Source: an optimization exercise on an open RTL-to-GDS flow (aim: small area). Production flows keep margins and buffers that such runs may drop. RTL that was checked went through simulation tests only; none was proved equivalent to the original. No activity file was given, so power comes from the tool's default toggle rates.

## matmul_top
module matmul_top (
    input  logic clk,
    input  logic reset,
    input  logic [7:0] weight_in,
    input  logic [7:0] act_in,
    input  logic read_req,
    output logic read_ack,
    output logic [7:0] out_data,
    output logic out_valid
);
==> flow/config.mk <==
export PLATFORM = sky130hd
export DESIGN_NAME = matmul_top
export DESIGN_NICKNAME = matmul_top
export VERILOG_FILES = /design/flow/design.v
export SDC_FILE = /design/flow/constraint.sdc
export NUM_CORES = 4
export LEC_CHECK = 0
export ABC_AREA = 1
export CAP_MARGIN = 20
export CORE_MARGIN = 2
export CORE_UTILIZATION = 65
export CTS_BUF_LIST = sky130_fd_sc_hd__clkbuf_16
export CTS_CLUSTER_DIAMETER = 65
export CTS_CLUSTER_SIZE = 25
export SLEW_MARGIN = 20
==> flow/constraint.sdc <==
create_clock -name core_clock -period 8.0 [get_ports {clk}]
set_input_delay 1.6000 -clock core_clock [delete_from_list [all_inputs] [get_ports {clk}]]
set_output_delay 1.6000 -clock core_clock [all_outputs]
set_load 0.01 [all_outputs]
standard.sh (not shown) runs the stock make flow with config.mk's settings and CLKGATE_MAP_FILE= SYNTH_SCRIPT=/design/flow/synth_recipe.tcl, a recipe that flattens the netlist after the stock synthesis.
==> flow/flow/run.sh <==
#!/bin/bash
set -euo pipefail
export CTS_ARGS="-sink_clustering_enable -repair_clock_nets -buf_list sky130_fd_sc_hd__clkbuf_4 -sink_clustering_size 12 -sink_clustering_max_diameter 35 -dont_use_dummy_load"
export BUFFER_PORTS_ARGS="-buffer_cell sky130_fd_sc_hd__buf_1"
bash standard.sh > standard_flow.log 2>&1
Then changed:
==> flow/flow/run.sh (replaced) <==
#!/bin/bash
set -euo pipefail
export CTS_ARGS="-sink_clustering_enable -repair_clock_nets -buf_list sky130_fd_sc_hd__clkbuf_4 -sink_clustering_size 12 -sink_clustering_max_diameter 40 -dont_use_dummy_load"
export BUFFER_PORTS_ARGS="-buffer_cell sky130_fd_sc_hd__buf_1"
bash standard.sh > standard_flow.log 2>&1
After rerunning: Clock-buffer cell count falls by 7. Power falls slightly. Routed wire length falls slightly. Utilization falls by 0.10 points. Synthesized cell count stays the same.


job 1608:
matmul_top, a different RTL version from the one above (not shown whole).
For scale: roughly 1300 flip-flops, ~29 I/O pins, about 0.037 sq mm of cells after synthesis.
export LEC_CHECK = 0
export ABC_AREA = 1
export CAP_MARGIN = 20
export CORE_MARGIN = 2
export CORE_UTILIZATION = 65
export GPL_TIMING_DRIVEN = 0
export SLEW_MARGIN = 20
create_clock -name core_clock -period 8.0 [get_ports {clk}]
==> flow/flow/run.sh <==
#!/bin/bash
set -euo pipefail
export CTS_ARGS="-sink_clustering_enable -repair_clock_nets -buf_list sky130_fd_sc_hd__clkbuf_4 -sink_clustering_size 12 -sink_clustering_max_diameter 35 -dont_use_dummy_load"
export BUFFER_PORTS_ARGS="-buffer_cell sky130_fd_sc_hd__buf_1"
bash standard.sh > standard_flow.log 2>&1
Job 1608 finished end to end and its layout was clean on timing, DRC and antenna.
Input-level comparison between job 4583 and job 1608:
# job 1608
export LEC_CHECK = 0
export ABC_AREA = 1
export CAP_MARGIN = 20
export CORE_MARGIN = 2
export CORE_UTILIZATION = 65
export GPL_TIMING_DRIVEN = 0
export SLEW_MARGIN = 20
create_clock -name core_clock -period 8.0 [get_ports {clk}]
# job 4583
export LEC_CHECK = 0
export ABC_AREA = 1
export CAP_MARGIN = 20
export CORE_MARGIN = 2
export CORE_UTILIZATION = 65
export GPL_ROUTABILITY_DRIVEN = 0
export SLEW_MARGIN = 20
create_clock -name core_clock -period 8.0 [get_ports {clk}]
Findings:
- Job 4583: done, clean on timing, DRC and antenna
- Job 4583 against job 1608: largest net degree at the start of global routing climbed 35; worst path buffer plus inverter count dropped 2; final net count dropped 60; placed instance count dropped 1.7%.
- Job 4583 reports its capture point of the worst path as g_row[10].u_row.ring[67] while job 1608 reports g_row[0].u_row.ring[66].
The inputs of job 7544 differ from those of job 4583 as listed below.
# job 4583
export LEC_CHECK = 0
export ABC_AREA = 1
export CAP_MARGIN = 20
export CORE_MARGIN = 2
export CORE_UTILIZATION = 65
export GPL_ROUTABILITY_DRIVEN = 0
export SLEW_MARGIN = 20
create_clock -name core_clock -period 8.0 [get_ports {clk}]
# job 7544
export LEC_CHECK = 0
export ABC_AREA = 1
export CAP_MARGIN = 20
export CORE_MARGIN = 2
export CORE_UTILIZATION = 78
export CTS_BUF_LIST = sky130_fd_sc_hd__clkbuf_16
export CTS_CLUSTER_DIAMETER = 65
export CTS_CLUSTER_SIZE = 25
export SLEW_MARGIN = 20
create_clock -name core_clock -period 8.0 [get_ports {clk}]
==> flow/flow/run.sh <==
#!/bin/bash
set -euo pipefail
export CTS_ARGS="-sink_clustering_enable -repair_clock_nets -buf_list sky130_fd_sc_hd__clkbuf_4 -sink_clustering_size 12 -sink_clustering_max_diameter 35 -dont_use_dummy_load"
bash standard.sh > standard_flow.log 2>&1
Results
End point of the critical path = g_row[3].u_row.ring[66]: job 7544; end point of the critical path = g_row[10].u_row.ring[67]: job 4583
Job 7544 against job 4583; maximum number of pins on one net before global-route repair is up by a few percent.
Total power density per cell area: job 7544 > job 4583
Job 7544 vs. job 4583: number of signal-net buffers in the layout went up by 6.
Area overhead of the layout relative to synthesis essentially unchanged between job 4583 and job 7544.
Comparing clock power for job 4583 and job 7544, the bigger number came from job 4583.
The power attributed to combinational cells number comes out higher for job 7544 vs job 4583.
Job 4583 -> job 7544: number of distinct standard cells referenced by the synthesized netlist flat
Comparing job 4583 and job 7544, the higher post-route core utilization was measured on job 7544.


## the baseline
matmul_top again, from the RTL that the note above started with.
==> flow/design.v (excerpt) <==
module matmul_top (
    input  logic clk,
    input  logic reset,
    input  logic [7:0] weight_in,
    input  logic [7:0] act_in,
    input  logic read_req,
    output logic read_ack,
    output logic [7:0] out_data,
    output logic out_valid
);
    localparam logic [2:0] st_idle = 3'd0;
    localparam logic [2:0] st_drain = 3'd1;
    localparam logic [2:0] st_capture = 3'd2;
    localparam logic [2:0] st_ack = 3'd3;
    localparam logic [2:0] st_stream = 3'd4;
    logic [9:0] cyc;        
    logic [1:0] slice;
    logic [7:0] nblk;       
    logic [2:0] state;
    logic end_seen;
    logic busy;             
    logic [1:0] frem;       
    logic late;             
    logic late_next;
    logic flush, capture, fresh, inj, stream_done;
    assign flush = (slice == 2'd3);
    assign capture = (state == st_capture);
    assign read_ack = (state == st_ack);
    assign fresh = (frem != 2'd0);
    assign slice = cyc[1:0];
    assign nblk = cyc[9:2];
    assign inj = capture | (busy & (cyc[9:2] == 8'd0) & (cyc[1:0] != 2'd3));
    assign out_valid = busy & (cyc != 10'd0);
  ...
Settings: LEC_CHECK=0, ABC_AREA=1, CAP_MARGIN=20, CORE_MARGIN=2, CORE_UTILIZATION=65, CTS_BUF_LIST=sky130_fd_sc_hd__clkbuf_16, CTS_CLUSTER_DIAMETER=65, CTS_CLUSTER_SIZE=25, SLEW_MARGIN=20; clock period 8.0 ns.
==> flow/flow/run.sh <==
#!/bin/bash
set -euo pipefail
export CTS_ARGS="-sink_clustering_enable -repair_clock_nets -buf_list sky130_fd_sc_hd__clkbuf_4 -sink_clustering_size 12 -sink_clustering_max_diameter 35 -dont_use_dummy_load"
bash standard.sh > standard_flow.log 2>&1
> inputs changed (the baseline -> the candidate)
-- flow/flow/run.sh --
<<< the baseline, line 4
>>> the candidate, line 4
export BUFFER_PORTS_ARGS="-buffer_cell sky130_fd_sc_hd__buf_1"
==> results.txt <==
The candidate: all stages complete, timing, DRC and antenna checks passed. Overall power of the completed layout essentially unchanged between the baseline and the candidate. A beginning of the critical path of act[1] is what the candidate shows, while act[0] belongs to the baseline. The baseline and the candidate ended up with roughly the same delay contributed by the slowest stage of the critical path. From the baseline to the candidate the numbers moved as follows: global-route usage has remained practically unchanged; number of buffers added by the clock tree synthesis step went up; via total after detailed routing saw little to no change; pre-CTS setup slack -200 ps.


matmul_top, a different RTL version from the one above (not shown whole).
For scale: roughly 2800 cells after synthesis, ~1300 flip-flops, about 37000 µm² of cells after synthesis.
export LEC_CHECK = 0
export ABC_AREA = 1
export CAP_MARGIN = 20
export CORE_MARGIN = 2
export CORE_UTILIZATION = 55
export CTS_BUF_LIST = sky130_fd_sc_hd__clkbuf_16
export CTS_CLUSTER_DIAMETER = 65
export CTS_CLUSTER_SIZE = 25
export SLEW_MARGIN = 20
create_clock -name core_clock -period 8.0 [get_ports {clk}]
run.sh (not shown) runs the stock make flow with config.mk's settings and CLKGATE_MAP_FILE= SYNTH_SCRIPT=/design/flow/synth_recipe.tcl, a recipe that flattens the netlist after the stock synthesis.
Stock flow here: none of the scripts above is used.
Edit:
CORE_UTILIZATION = 65   (was 55)
CTS_BUF_LIST = sky130_fd_sc_hd__clkbuf_8   (was sky130_fd_sc_hd__clkbuf_16)
CTS_CLUSTER_DIAMETER = 55   (was 65)
CTS_CLUSTER_SIZE = 20   (was 25)
Register-to-register slack gets worse by 0.17 ns.
Total power fell by 2.5%.
Core utilization rose by 11 points.
Clock skew stays flat.
Critical path depth rose by 2.
First-iteration DRC count rose by 1.4%.
Setup slack gets worse by 0.17 ns.
Edit:
CORE_UTILIZATION = 55   (was 65)
CTS_BUF_LIST = sky130_fd_sc_hd__clkbuf_4   (was sky130_fd_sc_hd__clkbuf_8)
CTS_CLUSTER_DIAMETER = default   (was 55)
CTS_CLUSTER_SIZE = default   (was 20)
What happened: Non-clock buffer count increases by 3; synthesized area is unchanged; setup slack improves by 0.19 ns; hold slack degrades by 0.032 ns; via count increases by 9.4%.
Edit:
GPL_TIMING_DRIVEN = 0   (was default)
What happened: Global-route usage went up by 1.6 points. Power went up by about 2.2%. Sequential cell count stays the same. Synthesized area stays the same. Design area is higher by about 0.6%. Cell count rose by about 1.5%. Via count grows by 2.3%. Hold slack gets worse by 0.028 ns.
No run of this note included a check of the RTL's function; only the layout flow was run.


Another version of the RTL of matmul_top (not shown whole).
Size: roughly 29 I/O pins, roughly 0.037 sq mm of cells after synthesis.
==> flow/design.v (excerpt) <==
module matmul_top (
    input  logic clk,
    input  logic reset,
    input  logic [7:0] weight_in,
    input  logic [7:0] act_in,
    input  logic read_req,
    output logic read_ack,
    output logic [7:0] out_data,
    output logic out_valid
);
clock: 8.0 ns
lec_check: 0
abc_area: 1
cap_margin: 20
core_margin: 2
core_utilization: 65
cts_buf_list: sky130_fd_sc_hd__clkbuf_8
cts_cluster_diameter: 50
cts_cluster_size: 20
slew_margin: 20
The first run completed without violations.
==> next run, changes <==
--- a/flow/config.mk
+++ b/flow/config.mk
@@ -10,6 +10,6 @@
 export CORE_MARGIN = 2
 export CORE_UTILIZATION = 65
-export CTS_BUF_LIST = sky130_fd_sc_hd__clkbuf_8
-export CTS_CLUSTER_DIAMETER = 50
-export CTS_CLUSTER_SIZE = 20
+export CTS_BUF_LIST = sky130_fd_sc_hd__clkbuf_16
+export CTS_CLUSTER_DIAMETER = 65
+export CTS_CLUSTER_SIZE = 25
 export SLEW_MARGIN = 20
The new run ran to the end with no violations; sequential share of layout area falls by 0.11 points; maximum frequency stays flat; die area does not change; clock power came out higher by a few percent.
==> next run, changes <==
==> flow/flow/run.sh (new file) <==
#!/bin/bash
set -euo pipefail
export CTS_ARGS="-sink_clustering_enable -repair_clock_nets -buf_list sky130_fd_sc_hd__clkbuf_16 -sink_clustering_size 25 -sink_clustering_max_diameter 65 -dont_use_dummy_load"
bash standard.sh > standard_flow.log 2>&1
==> flow/standard.sh (new file) <==
#!/bin/bash
# synth_recipe.tcl (not shown) runs the flow's synth.tcl, then flattens the netlist and writes it again
# the make line also repeats each setting of config.mk as NAME=value (left out here)
make -C /OpenROAD-flow-scripts/flow DESIGN_CONFIG=/design/flow/config.mk WORK_HOME=/design/flow/orfs CLKGATE_MAP_FILE= SYNTH_SCRIPT=/design/flow/synth_recipe.tcl "${@:-finish}"
removed: flow/run.sh
What happened: The new run finished clean; fmax hardly moves; wire length falls by 0.40%; design area falls by 0.45%; final cell count falls by 0.59%; sequential cell count does not change; die area is unchanged; register-to-register slack hardly moves; first-iteration DRC count rises by 6.0%; clock power falls by about 5%.

==> what the ideal ports hide <==
Ports are ideal in the flow. The routed layouts listed here were re-timed in OpenROAD. Step 1: set_driving_cell puts a clkbuf_16 on clk and a buf_2 on each other input, an assumption about the parent block. Step 2 moves the port delays by t, midway between the first and last clock arrival at a register: inputs arrive t later, outputs are due t later. That takes back most of the time a late clock gives input paths. a / b / c = ideal / step 1 / step 2; a / b = the first two.
run | t, ns | slack for setup (ns) | worst setup path at the end | latest minus earliest clock arrival (ns)
the first run of note 1 | 0.996 | 1.342 / 1.342 / 1.342 | register to register | 0.079 / 0.079
the second run of note 1 | 0.963 | 1.352 / 1.352 / 1.352 | register to register | 0.087 / 0.087
job 1608 | 0.996 | 0.507 / 0.507 / 0.507 | register to register | 0.129 / 0.129
job 4583 | 0.984 | 1.235 / 1.235 / 1.235 | register to register | 0.121 / 0.121
job 7544 | 1.005 | 1.224 / 1.224 / 1.224 | register to register | 0.084 / 0.084
the baseline | 0.994 | 1.277 / 1.277 / 1.277 | register to register | 0.142 / 0.142
the candidate | 0.984 | 1.235 / 1.235 / 1.235 | register to register | 0.121 / 0.121
the first run of note 4 | 0.712 | 1.664 / 1.664 / 1.242 | input to register | 0.030 / 0.031
the second run of note 4 | 0.748 | 1.492 / 1.492 / 1.233 | input to register | 0.028 / 0.029
the third run of note 4 | 1.085 | 1.686 / 1.686 / 1.286 | input to register | 0.113 / 0.113
the fourth run of note 4 | 1.090 | 0.374 / 0.374 / 0.374 | register to register | 0.127 / 0.127
the first run of note 5 | 0.737 | 1.228 / 1.228 / 1.228 | register to register | 0.031 / 0.030
the second run of note 5 | 0.700 | 1.220 / 1.220 / 1.220 | register to register | 0.018 / 0.018
the third run of note 5 | 0.684 | 1.219 / 1.219 / 1.219 | register to register | 0.035 / 0.036
After both steps every run listed still meets setup and hold. For the first run of note 4, which loses most, drivers alone change the setup slack by 0.000 ns; drivers and shift together by -0.422 ns.
